What follows belongs to an exercise in optimizing a design on an open flow for a short achievable clock period and few clock cycles; a production flow would make more cautious choices. Function was checked by simulation only, so behaviour that the tests miss may differ from the original. Power is estimated from default activity; no workload was simulated.

## run.sh

```bash
#!/bin/bash
# synth_recipe.tcl (not shown) runs the flow's synth.tcl, then flattens the netlist and writes it again
# the make line also repeats each setting of config.mk as NAME=value (left out here)
make -C /OpenROAD-flow-scripts/flow DESIGN_CONFIG=/design/flow/config.mk WORK_HOME=/design/flow/orfs CLKGATE_MAP_FILE= SYNTH_SCRIPT=/design/flow/synth_recipe.tcl finish
```

## design.v

```verilog
`timescale 1ns/10ps
`default_nettype none
module vde_config (
    input  wire        clk,
    input  wire        reset,
    input  wire        wb_cyc,
    input  wire        wb_stb,
    input  wire        wb_we,
    input  wire [1:0]  wb_adr,
    input  wire [15:0] wb_dat_i,
    output wire        wb_ack,
    output reg  [15:0] wb_dat_o,
    output reg  [6:0]  cfg_max_var,
    output reg  [15:0] cfg_bump_step,
    output wire        wr_max,
    output wire        wr_step,
    output wire [6:0]  max_var_wr
);
    reg        ack_q;
    wire       wb_hit;
    assign wb_hit = wb_cyc && wb_stb && !ack_q;
    assign wb_ack = wb_hit;
    assign wr_max  = wb_hit && wb_we && wb_adr == 2'd0;
    assign wr_step = wb_hit && wb_we && wb_adr == 2'd1;
    assign max_var_wr = (wb_dat_i > 16'd32) ? 7'd32 : wb_dat_i[6:0];
    always @(*) begin
        case (wb_adr)
            2'd0:    wb_dat_o = {9'd0, cfg_max_var};
            2'd1:    wb_dat_o = cfg_bump_step;
            default: wb_dat_o = 16'd0;
        endcase
    end
    always @(posedge clk or posedge reset) begin
        if (reset) begin
            ack_q         <= 1'b0;
            cfg_max_var   <= 7'd0;
            cfg_bump_step <= 16'd16;
        end else begin
            ack_q <= wb_hit;
            if (wr_max) begin
                cfg_max_var <= max_var_wr;
            end
            if (wr_step) begin
                cfg_bump_step <= wb_dat_i;
            end
        end
    end
endmodule
`default_nettype wire
`timescale 1ns/10ps
`default_nettype none
module heap_store (
    input  wire          clk,
    input  wire [15:0]   cfg_bump_step,
    input  wire          wr_max,
    input  wire          wr_step,
    input  wire [15:0]   wb_dat_i,
    input  wire [31:0]   bump_hit,
    output wire [511:0]  score_flat,
    output wire [511:0]  bumped_flat
);
    function [15:0] sat_add;
        input [15:0] x;
        input [15:0] y;
        reg   [15:0] p, g, pp, gg;
        integer k, d;
        begin
            p = x ^ y;
            g = x & y;
            for (d = 1; d < 16; d = d * 2) begin
                pp = p;
                gg = g;
                for (k = d; k < 16; k = k + 1) begin
                    gg[k] = g[k] | (p[k] & g[k - d]);
                    pp[k] = p[k] & p[k - d];
                end
                p = pp;
                g = gg;
            end
            sat_add = g[15] ? 16'hffff : ((x ^ y) ^ {g[14:0], 1'b0});
        end
    endfunction
    genvar a;
    generate
        for (a = 0; a < 32; a = a + 1) begin : g_var
            reg  [15:0] score;
            reg  [15:0] bumped;
            wire [15:0] sat_bumped = sat_add(bumped, cfg_bump_step);
            wire [15:0] sat_kept   = sat_add(score, cfg_bump_step);
            wire [15:0] sat_new    = sat_add(score, wb_dat_i);
            always @(posedge clk) begin
                if (wr_max) begin
                    score <= 16'd0;
                end else if (bump_hit[a]) begin
                    score <= bumped;
                end
                if (wr_max) begin
                    bumped <= cfg_bump_step;
                end else if (wr_step) begin
                    bumped <= sat_new;
                end else begin
                    bumped <= ({16{bump_hit[a]}} & sat_bumped) | ({16{!bump_hit[a]}} & sat_kept);
                end
            end
            assign score_flat[a*16 +: 16]  = score;
            assign bumped_flat[a*16 +: 16] = bumped;
        end
    endgenerate
endmodule
`default_nettype wire
`timescale 1ns/10ps
`default_nettype none
module heap_ctrl (
    input  wire          clk,
    input  wire          reset,
    input  wire          wr_max,
    input  wire [6:0]    max_var_wr,
    input  wire          cmd_valid,
    input  wire [1:0]    cmd_op,
    input  wire [6:0]    cmd_var,
    input  wire          cmd_value,
    output wire [31:0]   bump_hit,
    input  wire [511:0]  score_flat,
    input  wire [511:0]  bumped_flat,
    output reg           dec_valid_q,
    output reg  [6:0]    dec_var_q,
    output reg           dec_phase_q,
    output reg           dec_all_q
);
    localparam [1:0] OP_ASSIGN = 2'd0;
    localparam [1:0] OP_CLEAR  = 2'd1;
    localparam [1:0] OP_BUMP   = 2'd2;
    reg  [31:0]   live_q;
    reg  [31:0]   exists_q;
    reg  [31:0]   phase_q;
    reg  [31:0]   best_q;
    reg  [6:0]    best_var_q;
    reg  [31:0]   live_m_q;
    reg  [15:0]   best_score_q;
    reg  [31:0]   pend_q;
    reg  [15:0]   pend_score_q;
    reg  [6:0]    pend_var_q;
    reg  [31:0]   pend_below_q;
    wire [31:0]   hit, assign_hit, clear_hit;
    wire [31:0]   new_live, cmd_below;
    wire [1023:0] bt;
    wire [31:0]   below_best, bumped_beats, cleared_beats, pend_beats;
    wire [31:0]   bw, cw, live_m, win2m, second_oh;
    wire [6:0]    second_var;
    wire          second_phase, has_second, pend_wins;
    wire          sel_cmd, sel_second, cmd_phase, any_best;
    wire [63:0]   takes_by_var;
    wire [31:0]   takes;
    reg  [15:0]   cmd_score, bump_score, win2m_score;
    wire [15:0]   second_score;
    function [6:0] encode;
        input [31:0] onehot;
        integer i;
        begin
            encode = 7'd0;
            for (i = 0; i < 32; i = i + 1) begin
                if (onehot[i]) encode = encode | (i + 1);
            end
        end
    endfunction
    genvar i, j;
    generate
        for (i = 0; i < 32; i = i + 1) begin : g_var
            wire [15:0] score  = score_flat[i*16 +: 16];
            wire [15:0] bumped = bumped_flat[i*16 +: 16];
            assign hit[i]        = cmd_valid && cmd_var == i + 1 && exists_q[i];
            assign assign_hit[i] = hit[i] && cmd_op == OP_ASSIGN;
            assign clear_hit[i]  = hit[i] && cmd_op == OP_CLEAR;
            assign bump_hit[i]   = hit[i] && cmd_op == OP_BUMP;
            assign new_live[i]   = max_var_wr > i;
            assign cmd_below[i]  = cmd_var <= i;
            assign below_best[i] = best_var_q > i + 1;
            assign bumped_beats[i]  = bumped > best_score_q || (bumped == best_score_q && below_best[i]);
            assign cleared_beats[i] = score > best_score_q || (score == best_score_q && below_best[i]);
            assign pend_beats[i] = pend_score_q > score || (pend_score_q == score && pend_below_q[i]);
            assign bw[i] = live_q[i] && (best_q[i] || bumped_beats[i]);
            assign cw[i] = !any_best || cleared_beats[i];
            assign takes[i] = exists_q[i] && ((cmd_op == OP_CLEAR && cw[i]) || (cmd_op == OP_BUMP && bw[i]));
        end
        for (i = 0; i < 32; i = i + 1) begin : g_row
            for (j = 0; j < 32; j = j + 1) begin : g_col
                if (i < j) begin : g_pair
                    reg g;
                    always @(posedge clk) begin
                        if (wr_max) begin
                            g <= 1'b1;
                        end else if (pend_q[i]) begin
                            g <= pend_beats[j];
                        end else if (pend_q[j]) begin
                            g <= !pend_beats[i];
                        end
                    end
                    assign bt[i*32+j] = g;
                end else if (i > j) begin : g_mirror
                    assign bt[i*32+j] = ~g_row[j].g_col[i].g_pair.g;
                end else begin : g_self
                    assign bt[i*32+j] = 1'b1;
                end
            end
            assign win2m[i] = live_m[i] && !best_q[i] && &(~live_m | best_q | bt[i*32 +: 32]);
        end
    endgenerate
    assign any_best  = |best_q;
    assign live_m    = live_m_q;
    assign pend_wins = |(pend_q & live_q & ~best_q) && &(~live_q | best_q | pend_q | pend_beats);
    assign second_oh = pend_wins ? pend_q : win2m;
    always @(*) begin : p_scores
        integer k;
        cmd_score   = 16'd0;
        bump_score  = 16'd0;
        win2m_score = 16'd0;
        for (k = 0; k < 32; k = k + 1) begin
            cmd_score   = cmd_score | ({16{clear_hit[k]}} & score_flat[k*16 +: 16])
                                    | ({16{bump_hit[k]}} & bumped_flat[k*16 +: 16]);
            bump_score  = bump_score | ({16{bump_hit[k]}} & bumped_flat[k*16 +: 16]);
            win2m_score = win2m_score | ({16{win2m[k]}} & score_flat[k*16 +: 16]);
        end
    end
    assign second_score = pend_wins ? pend_score_q : win2m_score;
    assign second_var   = pend_wins ? pend_var_q : encode(win2m);
    assign second_phase = |(second_oh & phase_q);
    assign has_second   = pend_wins || |win2m;
    assign cmd_phase    = |(hit & phase_q);
    assign takes_by_var = {31'd0, takes, 1'b0};
    assign sel_cmd      = cmd_valid && !cmd_var[6] && takes_by_var[cmd_var[5:0]];
    assign sel_second = |(assign_hit & best_q);
    always @(posedge clk or posedge reset) begin
        if (reset) begin
            live_q      <= 32'd0;
            live_m_q    <= 32'd0;
            exists_q    <= 32'd0;
            best_q      <= 32'd0;
            pend_q      <= 32'd0;
            dec_valid_q <= 1'b0;
            dec_all_q   <= 1'b1;
            dec_var_q   <= 7'd0;
            dec_phase_q <= 1'b0;
        end else begin
            if (wr_max) begin
                live_q      <= new_live;
                live_m_q    <= new_live;
                exists_q    <= new_live;
                best_q      <= {31'd0, max_var_wr != 7'd0};
                pend_q      <= 32'd0;
                dec_valid_q <= max_var_wr != 7'd0;
                dec_all_q   <= max_var_wr == 7'd0;
                dec_var_q   <= 7'd1;
                dec_phase_q <= 1'b0;
            end else begin
                live_q   <= (live_q & ~assign_hit) | clear_hit;
                live_m_q <= ((live_q & ~assign_hit) | clear_hit) & ~bump_hit;
                pend_q   <= bump_hit;
                if (sel_cmd) begin
                    best_q      <= hit;
                    dec_valid_q <= 1'b1;
                    dec_all_q   <= 1'b0;
                    dec_var_q   <= cmd_var;
                    dec_phase_q <= cmd_phase;
                end else if (sel_second) begin
                    best_q      <= second_oh;
                    dec_valid_q <= has_second;
                    dec_all_q   <= !has_second;
                    dec_var_q   <= second_var;
                    dec_phase_q <= second_phase;
                end
            end
        end
    end
    always @(posedge clk) begin
        if (wr_max) begin
            best_var_q <= 7'd1;
        end else if (sel_cmd) begin
            best_var_q <= cmd_var;
        end else if (sel_second) begin
            best_var_q <= second_var;
        end
        pend_score_q <= bump_score;
        pend_var_q   <= cmd_var;
        pend_below_q <= cmd_below;
        if (wr_max) begin
            phase_q      <= 32'd0;
            best_score_q <= 16'd0;
        end else begin
            phase_q <= (phase_q & ~assign_hit) | (assign_hit & {32{cmd_value}});
            if (sel_cmd) begin
                best_score_q <= cmd_score;
            end else if (sel_second) begin
                best_score_q <= second_score;
            end
        end
    end
endmodule
`default_nettype wire
`timescale 1ns/10ps
`default_nettype none
module vde_top (
    input  wire        clk,
    input  wire        reset,
    input  wire        wb_cyc,
    input  wire        wb_stb,
    input  wire        wb_we,
    input  wire [1:0]  wb_adr,
    input  wire [15:0] wb_dat_i,
    output wire        wb_ack,
    output wire [15:0] wb_dat_o,
    input  wire        cmd_valid,
    input  wire [1:0]  cmd_op,
    input  wire [6:0]  cmd_var,
    input  wire        cmd_value,
    input  wire        request,
    output wire        decision_valid,
    output wire [6:0]  decision_var,
    output wire        decision_phase,
    output wire        all_assigned,
    output wire        busy
);
    wire [6:0]    cfg_max_var;
    wire [15:0]   cfg_bump_step;
    wire          wr_max, wr_step;
    wire [6:0]    max_var_wr;
    wire [31:0]   bump_hit;
    wire [511:0]  score_flat, bumped_flat;
    assign busy = 1'b0;
    vde_config i_config (
        .clk           (clk),
        .reset         (reset),
        .wb_cyc        (wb_cyc),
        .wb_stb        (wb_stb),
        .wb_we         (wb_we),
        .wb_adr        (wb_adr),
        .wb_dat_i      (wb_dat_i),
        .wb_ack        (wb_ack),
        .wb_dat_o      (wb_dat_o),
        .cfg_max_var   (cfg_max_var),
        .cfg_bump_step (cfg_bump_step),
        .wr_max        (wr_max),
        .wr_step       (wr_step),
        .max_var_wr    (max_var_wr)
    );
    heap_ctrl i_ctrl (
        .clk         (clk),
        .reset       (reset),
        .wr_max      (wr_max),
        .max_var_wr  (max_var_wr),
        .cmd_valid   (cmd_valid),
        .cmd_op      (cmd_op),
        .cmd_var     (cmd_var),
        .cmd_value   (cmd_value),
        .bump_hit    (bump_hit),
        .score_flat  (score_flat),
        .bumped_flat (bumped_flat),
        .dec_valid_q (decision_valid),
        .dec_var_q   (decision_var),
        .dec_phase_q (decision_phase),
        .dec_all_q   (all_assigned)
    );
    heap_store i_store (
        .clk           (clk),
        .cfg_bump_step (cfg_bump_step),
        .wr_max        (wr_max),
        .wr_step       (wr_step),
        .wb_dat_i      (wb_dat_i),
        .bump_hit      (bump_hit),
        .score_flat    (score_flat),
        .bumped_flat   (bumped_flat)
    );
endmodule
`default_nettype wire
```

## constraint.sdc

```tcl
create_clock -name core_clock -period 10.0 [get_ports {clk}]
set_input_delay 2.0000 -clock core_clock [delete_from_list [all_inputs] [get_ports {clk}]]
set_output_delay 2.0000 -clock core_clock [all_outputs]
set_load 0.01 [all_outputs]
```

## config.mk

```make
export PLATFORM = sky130hd
export DESIGN_NAME = vde_top
export DESIGN_NICKNAME = vde_top
export VERILOG_FILES = /design/flow/design.v
export SDC_FILE = /design/flow/constraint.sdc
export NUM_CORES = 4
export LEC_CHECK = 0
export CAP_MARGIN = 30
export CORE_MARGIN = 2
export CORE_UTILIZATION = 22
export PLACE_DENSITY = 0.45
export SETUP_SLACK_MARGIN = 5
export SLEW_MARGIN = 30
```

==> results of run 1 <==
[final timing paths]
path	to	slack, ns	cells past startpoint
max	i_ctrl.best_score_q[14]	4.54	12
min reg2reg	register	0.46	2
max in group asynchronous	i_config.cfg_bump_step[9]	6.76	4
max reg2reg	i_ctrl.best_score_q[14]	4.54	12
min in group asynchronous	i_config.cfg_max_var[5]	1.20	2
min	register	0.46	2
[flip-flops by register name (all words and copies together), names as in the netlist, 7 cells and up, named ones only]
signal,cells
i_ctrl.exists_q,32
i_ctrl.g_row.g_col.g_pair.g,496
i_ctrl.pend_var_q,7
i_ctrl.best_var_q,7
i_ctrl.best_score_q,16
i_ctrl.pend_below_q,32
i_store.g_var.bumped,512
i_ctrl.live_q,32
i_store.g_var.score,512
i_config.cfg_bump_step,16
i_ctrl.best_q,32
i_ctrl.pend_q,32
i_ctrl.live_m_q,32
i_ctrl.dec_var_q,7
i_ctrl.pend_score_q,16
i_config.cfg_max_var,7
[per-layer routing]
layer  GRT usage, %  share of wire, %  up-vias
li1               -                 -    92361
met2           52.6                39    19090
met5              0             0.064        -
met1           46.1                38   115182
met4           31.7                10      144
met3           14.0                12     5281
[critical path, cell delays in order, from the launching register on]
cell and delay (ns):
dfrtp_2 0.68, nor2b_4 0.10, buf_4 0.29, a22oi_1 0.84, o211ai_1 0.52, a2111oi_0 0.45
and4_4 0.83, a22oi_1 0.42, nand4_1 0.24, nor4_1 0.10, a21oi_2 0.28, a211oi_2 0.12
a211oi_2 0.26
[placed cells by master, fill, tap and decap left out, types with 251 or more instances in the layout]
master,netlist,layout
ha_1,3072,3072
nand2_1,2850,2755
a21oi_1,2353,2304
dfxtp_1,1630,1591
nor2_1,1626,1536
buf_4,8,1265
inv_1,1023,1002
o21ai_0,1097,943
xnor2_1,807,807
nor3_1,800,725
nand3_1,639,612
a211oi_1,579,554
nand4_1,501,501
a221oi_1,458,450
a21o_1,442,442
o22ai_1,432,418
nor2b_1,423,393
diode_2,0,338
a22oi_1,339,331
xor2_1,317,317
clkbuf_16,0,289
nand2b_1,269,251
[area by class of cell]
class,instances,area (sq um)
clock buffers,399,8090
fillers,91223,616000
flip-flops and latches,1824,37700
clock inverters,105,1500
diodes,338,846
well taps,11187,14000
repair buffers,1550,14200
multi-input cells,20174,145000
repair inverters,3,26.3
inverters,1027,4160
[per-stage QoR]
stage	total power [uW]	setup slack, ns	utilization (%)	hold slack, ns
after floorplan	18600	4.22	-	0.436
after global placement	26400	1.20	24.8	0.445
after detailed placement	26500	2.20	24.8	0.450
after CTS	38000	4.87	26.4	0.458
after global routing	40200	4.94	26.7	0.470
final	39400	4.54	26.8	0.458
[power by group]
group	switching [uW]	leakage, uW	internal [uW]	total, uW
combinational	12400	0.0763	6220	18600
clock	4790	0.00471	6310	11100
sequential	1690	0.0157	8030	9720
[logic make-up (layout without fill, tap and decap cells)]
group | Yosys count | after routing | synth area share, %
compound gates | 7676 | 7676 | 27.2
xor+xnor | 1124 | 1124 | 5.31
fa+ha+maj | 3168 | 3168 | 21.8
buf+inv | 2105 | 3084 | 4.33
flops | 1824 | 1824 | 20.2
mux | 88 | 88 | 0.476
other cells | 1 | 339 | 0.00202
simple gates | 8116 | 8117 | 20.7
[repair_timing]
action / in CTS / in global routing
endpoints found under the hold margin: 0 / 0
setup buffers: 129 / 61
resized for setup: 553 / 254
pin swaps: 81 / 51
setup endpoints to repair: 605 / 270
gates cloned: 16 / 11
==> flow_summary_export.csv, run 1 <==
group,metric,value,unit
yosys,ys_seq_area_share,20.2,%
power_and_ir_drop,power.density,175,nW/um^2
clock_tree,cts.clk_slew.worst_paths,0.06,ns
yosys,syn-num-nets,27305,
timing,finalCritPeriodShare,54.6,%
yosys,synth.area.top_cells,"ha_1, dfxtp_1, a21oi_1, nand2_1, xnor2_1",
timing,setup_tns,0,ns
cells_and_area,drive_above_1_share,12.0,%
clock_tree,cts_buffer_depth,4,
timing,rsz0062_at_grt,"true",
yosys,ys_async_sr_fraction,10.6,%
placed_design,portBuffers,60,
clock_tree,numCtsBuffers,278,
global_routing,grt_pass1_vias,201844,
flow_run,cap_violations,0,
clock_tree,clock_sinks,1824,
placed_design,dp.final_hpwl,1290000,um
drt,ant_nets,0,
timing,clock.fmax,183,MHz
floorplan,die_x,922,um
yosys,synth_most_common_cell,"ha_1",
cells_and_area,stdcell_area,225000,sq um
yosys,synth_seq_cells,1824,
setup_path,setup.worst_path.end_class,"register",
drt,finalWirelength,1710000,um
setup_path,critPathKind,"register to register",
floorplan,ioPinCount,63,
setup_path,worst_ep_required_time,10.96,ns
drt,vias,232058,
floorplan,die_h,922,um
clock_tree,h-tree-depth,5,
yosys,ys_warn_count,3,
yosys,post_synth_inst_count,24102,
yosys,avgSynthCellArea,7.70,sq um
global_routing,overflow,0,
floorplan,core_area,841000,sq um
global_routing,grt_antenna_before_repair,418,
global_routing,grt_max_degree,152,
drt,drtIter0Drc,38544,
run_status,status,"no timing/DRC/antenna violations",
power_and_ir_drop,p_leak,0.0967,uW
drt,wl_per_cell,46.6,um
setup_path,crit_start,"i_ctrl.best_q[3]",
timing,fin_skew,0.111,ns
global_routing,grt_pass1_wl,2130000,um
setup_path,critPathArrivalTime,6.42,ns
yosys,netlist_area,186000,sq um
clock_tree,cts_tree,"done",
setup_path,cp-start-kind,"register",
timing,slew_headroom,10.9,%
clock_tree,insertion_delay,1.12,ns
clock_tree,cts_hold_buffers,0,
floorplan,die_area,851000,sq um
timing,finalSetupViolCount,0,
global_routing,grt_use_total,37.9,%
cells_and_area,finalNonFillerCells,36607,
yosys,synth_top_area_share,20.7,%
placed_design,finalWeightedCongestion,1.13,
cells_and_area,nets,28061,
drt,firstDrtPassIters,9,
timing,min_period,5.46,ns
timing,hold_violations,0,
setup_path,crit_path_max_fanout,23,
yosys,synth_ff_type,"dfxtp_1",
placed_design,placed_cells,35540,
hold_path,hp-class,"register to register",
timing,worst_slew_pin_slew,1.33,ns
floorplan,start_util,22.1,%
yosys,yosysTopAreaCell,"ha_1",
clock_tree,ctsRootBufferMaster,"clkbuf_16",
floorplan,core.rowCount,337,
placed_design,place_area,209000,sq um
cells_and_area,syn2layout_area_growth,21.4,%
timing,maxSlewViolCount,0,
setup_path,reg2reg_from,"i_ctrl.best_q[3]",
power_and_ir_drop,ir_drop,0.153,mV
drt,vias_per_cell,6.34,
yosys,synth_commonest_cells,"ha_1, nand2_1, a21oi_1, dfxtp_1, nor2_1",
yosys,yosysUniqueCellTypes,100,
yosys,synth-edff-count,0,
drt,drc_errors,0,
Testbench counts, summed over its fixed seeds: cycles 13,555.
==> run 2: changes to the inputs <==
--- a/design.v
+++ b/design.v
@@ -135,6 +135,4 @@
     reg  [31:0]   phase_q;
     reg  [31:0]   best_q;
-    reg  [6:0]    best_var_q;
-    reg  [31:0]   live_m_q;
     reg  [15:0]   best_score_q;
     reg  [31:0]   pend_q;
@@ -175,5 +173,5 @@
             assign new_live[i]   = max_var_wr > i;
             assign cmd_below[i]  = cmd_var <= i;
-            assign below_best[i] = best_var_q > i + 1;
+            assign below_best[i] = |(best_q >> (i + 1));
             assign bumped_beats[i]  = bumped > best_score_q || (bumped == best_score_q && below_best[i]);
             assign cleared_beats[i] = score > best_score_q || (score == best_score_q && below_best[i]);
@@ -207,5 +205,5 @@
     endgenerate
     assign any_best  = |best_q;
-    assign live_m    = live_m_q;
+    assign live_m    = live_q & ~pend_q;
     assign pend_wins = |(pend_q & live_q & ~best_q) && &(~live_q | best_q | pend_q | pend_beats);
     assign second_oh = pend_wins ? pend_q : win2m;
@@ -233,5 +231,4 @@
         if (reset) begin
             live_q      <= 32'd0;
-            live_m_q    <= 32'd0;
             exists_q    <= 32'd0;
             best_q      <= 32'd0;
@@ -244,5 +241,4 @@
             if (wr_max) begin
                 live_q      <= new_live;
-                live_m_q    <= new_live;
                 exists_q    <= new_live;
                 best_q      <= {31'd0, max_var_wr != 7'd0};
@@ -253,7 +249,6 @@
                 dec_phase_q <= 1'b0;
             end else begin
-                live_q   <= (live_q & ~assign_hit) | clear_hit;
-                live_m_q <= ((live_q & ~assign_hit) | clear_hit) & ~bump_hit;
-                pend_q   <= bump_hit;
+                live_q <= (live_q & ~assign_hit) | clear_hit;
+                pend_q <= bump_hit;
                 if (sel_cmd) begin
                     best_q      <= hit;
@@ -273,11 +268,4 @@
     end
     always @(posedge clk) begin
-        if (wr_max) begin
-            best_var_q <= 7'd1;
-        end else if (sel_cmd) begin
-            best_var_q <= cmd_var;
-        end else if (sel_second) begin
-            best_var_q <= second_var;
-        end
         pend_score_q <= bump_score;
         pend_var_q   <= cmd_var;
--- a/config.mk
+++ b/config.mk
@@ -8,6 +8,6 @@
 export CAP_MARGIN = 30
 export CORE_MARGIN = 2
-export CORE_UTILIZATION = 22
-export PLACE_DENSITY = 0.45
+export CORE_UTILIZATION = 30
+export PLACE_DENSITY = 0.55
 export SETUP_SLACK_MARGIN = 5
 export SLEW_MARGIN = 30
==> run 2 against run 1 <==
Effect of this change:
- now fails the layout checks on max-capacitance violations, max-slew violations
- sequential share of layout area grew 0.061 points
- non-clock buffer count grew 264
- register-to-register slack lost 0.41 ns
- hold slack lost 0.0029 ns
- clock power is essentially flat
- maximum frequency shrank 14%
- sequential cell count shrank 39
- sequential power is essentially flat
- final cell count shrank 11%
- largest power group unchanged
- highest routed layer unchanged
==> flow_summary_export.csv, run 2 <==
group,metric,value,unit
run_status,status,"complete, but fails checks",
run_status,so.violations,"max-capacitance violations, max-slew violations",
setup_path,cp-start-kind,"input port",
power_and_ir_drop,seqPwrFrac,23.3,%
timing,fin_skew,0.149,ns
timing,min_period,6.35,ns
hold_path,whs_path_depth,2,
yosys,synth_most_common_cell,"ha_1",
drt,firstDrtPassIters,11,
yosys,avgSynthCellArea,7.71,sq um
floorplan,die_area,602000,sq um
clock_tree,ctsRootBufferMaster,"clkbuf_16",
global_routing,grt_pass1_vias,198194,
global_routing,grt_antenna_before_repair,524,
placed_design,placed_cells,31265,
clock_tree,cts_buffer_depth,4,
yosys,synth_top_area_share,21.5,%
yosys,synth.area.top_cells,"ha_1, dfxtp_1, a21oi_1, nand2_1, xnor2_1",
timing,worst_slew_pin_slew,1.69,ns
power_and_ir_drop,power_frac_clock,26.1,%
setup_path,worst_ep_required_time,10.87,ns
yosys,synth_commonest_cells,"ha_1, nand2_1, a21oi_1, nor2_1, dfxtp_1",
yosys,ys_async_sr_fraction,9.08,%
drt,ant_nets,0,
placed_design,dp.final_hpwl,1380000,um
cells_and_area,top_regs,"i_store.g_var.bumped x512, i_store.g_var.score x512, i_ctrl.g_row.g_col.g_pair.g x496",
floorplan,start_util,30.1,%
hold_path,hp-class,"register to register",
setup_path,reg2reg_from,"i_ctrl.best_q[15]",
power_and_ir_drop,p_sw,20800,uW
floorplan,ioPinCount,63,
yosys,yosysTopAreaCell,"ha_1",
power_and_ir_drop,p_sw_share,49.8,%
power_and_ir_drop,combPwrFrac,50.6,%
yosys,netlist_area,179000,sq um
cells_and_area,seq_area,36900,sq um
timing,setup_tns,0,ns
drt,finalWirelength,1820000,um
timing,hold_violations,0,
yosys,synth_ff_type,"dfxtp_1",
setup_path,crit_path_max_fanout,11,
drt,drc_errors,0,
floorplan,core.rowCount,283,
global_routing,grt_max_degree,127,
power_and_ir_drop,power.density,190,nW/um^2
yosys,ys_warn_count,3,
clock_tree,h-tree-depth,5,
hold_path,hold_end,"i_store.g_var[23].score[0]",
cells_and_area,nets,27405,
timing,maxSlewViolCount,12,
global_routing,overflow,0,
cells_and_area,drive_above_1_share,14.1,%
yosys,syn-num-nets,26385,
yosys,yosysUniqueCellTypes,92,
cells_and_area,finalNonFillerCells,32738,
setup_path,critPathArrivalTime,7.21,ns
setup_path,rrSetupSlack,4.13,ns
timing,slew_headroom,-12.9,%
flow_run,cap_violations,1,
drt,wl_per_cell,55.6,um
drt,vias_per_cell,7.12,
yosys,synth-edff-count,0,
cells_and_area,final_common_cell,"ha_1",
floorplan,die_h,776,um
setup_path,critPathKind,"input port to register",
hold_path,min-delay-start,"i_store.g_var[23].score[0]",
power_and_ir_drop,p_leak,0.0966,uW
placed_design,finalWeightedCongestion,1.23,
cells_and_area,syn2layout_area_growth,23.1,%
drt,drtIter0Drc,44102,
global_routing,grt_pass1_wl,2240000,um
setup_path,rr_worst_depth,16,
clock_tree,cts_hold_buffers,0,
setup_path,setup.worst_path.end_class,"register",
yosys,synth_seq_cells,1785,
cells_and_area,layout_common_cells,"ha_1, nand2_1, a21oi_1, nor2_1, dfxtp_1",
drt,vias,233253,
timing,finalCritPeriodShare,63.5,%
cells_and_area,multi_input_area,139000,sq um
clock_tree,clock_sinks,1785,
timing,clock.fmax,158,MHz
timing,finalSetupViolCount,0,
power_and_ir_drop,ir_drop,0.140,mV
setup_path,timing.rr.end,"i_ctrl.best_score_q[13]",
yosys,post_synth_inst_count,23182,
clock_tree,cts.clk_slew.worst_paths,0.06,ns
clock_tree,numCtsBuffers,274,
timing,rsz0062_at_grt,"true",
placed_design,portBuffers,60,
floorplan,core_area,594000,sq um
clock_tree,cts_tree,"done",
yosys,ys_seq_area_share,20.4,%
floorplan,die_x,776,um
cells_and_area,fill_cells,61727,
clock_tree,insertion_delay,1.10,ns
global_routing,grt_use_total,57.3,%
power_and_ir_drop,intPower,20900,uW
## run 2: cell count changes in the layout (fill, tap and decap cells not counted), sizes merged, moves of 190 or more
cell	delta
buf	+264
inv	+276
nor3	-386
a21oi	+210
nand2	-259
nor2b	-190
## run 2: timing repair
item	4_1_cts	5_1_grt
gates cloned	25	10
resized for setup	1114	209
pin swaps	164	92
setup endpoints to repair	859	384
buffers inserted	343	113
## run 2: worst max-delay path, stage by stage
cell      delay [ns]
buf_6           0.17
buf_8           0.18
or2_4           0.17
nor2_4          0.09
and4b_2         0.28
nand2b_4        0.13
nor2_1          0.08
buf_6           0.13
buf_4           0.20
nand2_1         0.78
nand4_1         1.54
or4_1           1.03
o21ai_0         0.24
a21oi_1         0.11
## run 2: cell families (layout without fill, tap and decap cells)
| kind of cell | count (synthesis) | after routing | synth area share [%] |
|---|---|---|---|
| compound gates | 7656 | 7656 | 27.8 |
| xor+xnor | 1140 | 1140 | 5.58 |
| fa+ha+maj | 3168 | 3168 | 22.6 |
| buf+inv | 2385 | 3612 | 5.02 |
| flops | 1785 | 1785 | 20.4 |
| mux | 75 | 75 | 0.428 |
| other cells | 1 | 489 | 0.00210 |
| simple gates | 6972 | 6976 | 18.2 |
## run 2: metrics by stage
stage	hold slack (ns)	power (uW)	setup WS [ns]	cell area (sq um)	util, %
2_1_floorplan	0.436	19000	4.09	181000	-
3_3_place_gp	0.439	27800	0.937	198000	33.4
3_5_place_dp	0.446	27900	1.28	199000	33.4
4_1_cts	0.454	39700	4.63	217000	36.5
5_1_grt	0.478	42000	3.83	219000	36.9
6_report	0.455	41700	3.65	220000	37.1
## run 2: power groups by stage
stage               Sequential, uW  Clock [uW]  Combinational, uW
CTS                           9570       10800              19400
finish                        9710       10900              21100
global placement              9810           0              18000
floorplan                     8690           0              10300
global route                  9580       11000              21400
detailed placement            9770           0              18100
## run 2: per-layer routing
metal	up-vias	share of wire (%)	global-route usage [%]
met5	-	0.088	0.537
met1	114947	36	66.8
met4	114	11	52.2
met3	6403	15	28.7
li1	89229	-	-
met2	22560	37	75.3
## run 2: worst max-delay path by stage
stage,startpoint,endpoint,slack (ns),depth (start not counted)
floorplan,i_config.cfg_bump_step[1],i_store.g_var[16].bumped[14],4.09,17
global placement,cmd_var[6],i_ctrl.best_score_q[8],0.94,17
detailed placement,cmd_var[6],i_ctrl.best_score_q[8],1.28,17
CTS,i_ctrl.pend_score_q[0],i_ctrl.dec_phase_q,4.63,18
global route,cmd_var[3],i_ctrl.best_score_q[13],3.83,14
finish,cmd_var[3],i_ctrl.best_score_q[13],3.65,14
## run 2: area by class of cell
class	count	share of cell area [%]
multi-input cells	19016	63.2
flip-flops and latches	1785	16.8
repair buffers	1814	8.38
well taps	7837	4.46
clock buffers	396	3.66
inverters	1311	2.36
clock inverters	91	0.620
diodes	488	0.555
Testbench counts of run 2, summed over its fixed seeds: cycles 13,555.

==> port drivers added, routing unchanged <==
How much do the figures lean on ideal ports? The routed layouts below were timed once more, with nothing changed but the port constraints. Step 1 assumes that a clkbuf_16 drives the clock port and a buf_2 every other input. Step 2 also shifts input and output timing later by t, the mid clock arrival at the registers, as if the neighbouring blocks saw the same clock. Three values: ideal ports, drivers, drivers and shift; two values: the first two.
run | t (ns) | slack for setup (ns) | latest minus earliest clock arrival (ns)
run 1 | 1.228 | 4.540 / 4.540 / 3.347 | 0.113 / 0.113
run 2 | 1.166 | 3.655 / 3.587 / 2.421 | 0.150 / 0.150
The setup slack of run 2, which loses most, moves by -0.068 ns with the drivers and by -1.234 ns with both steps.
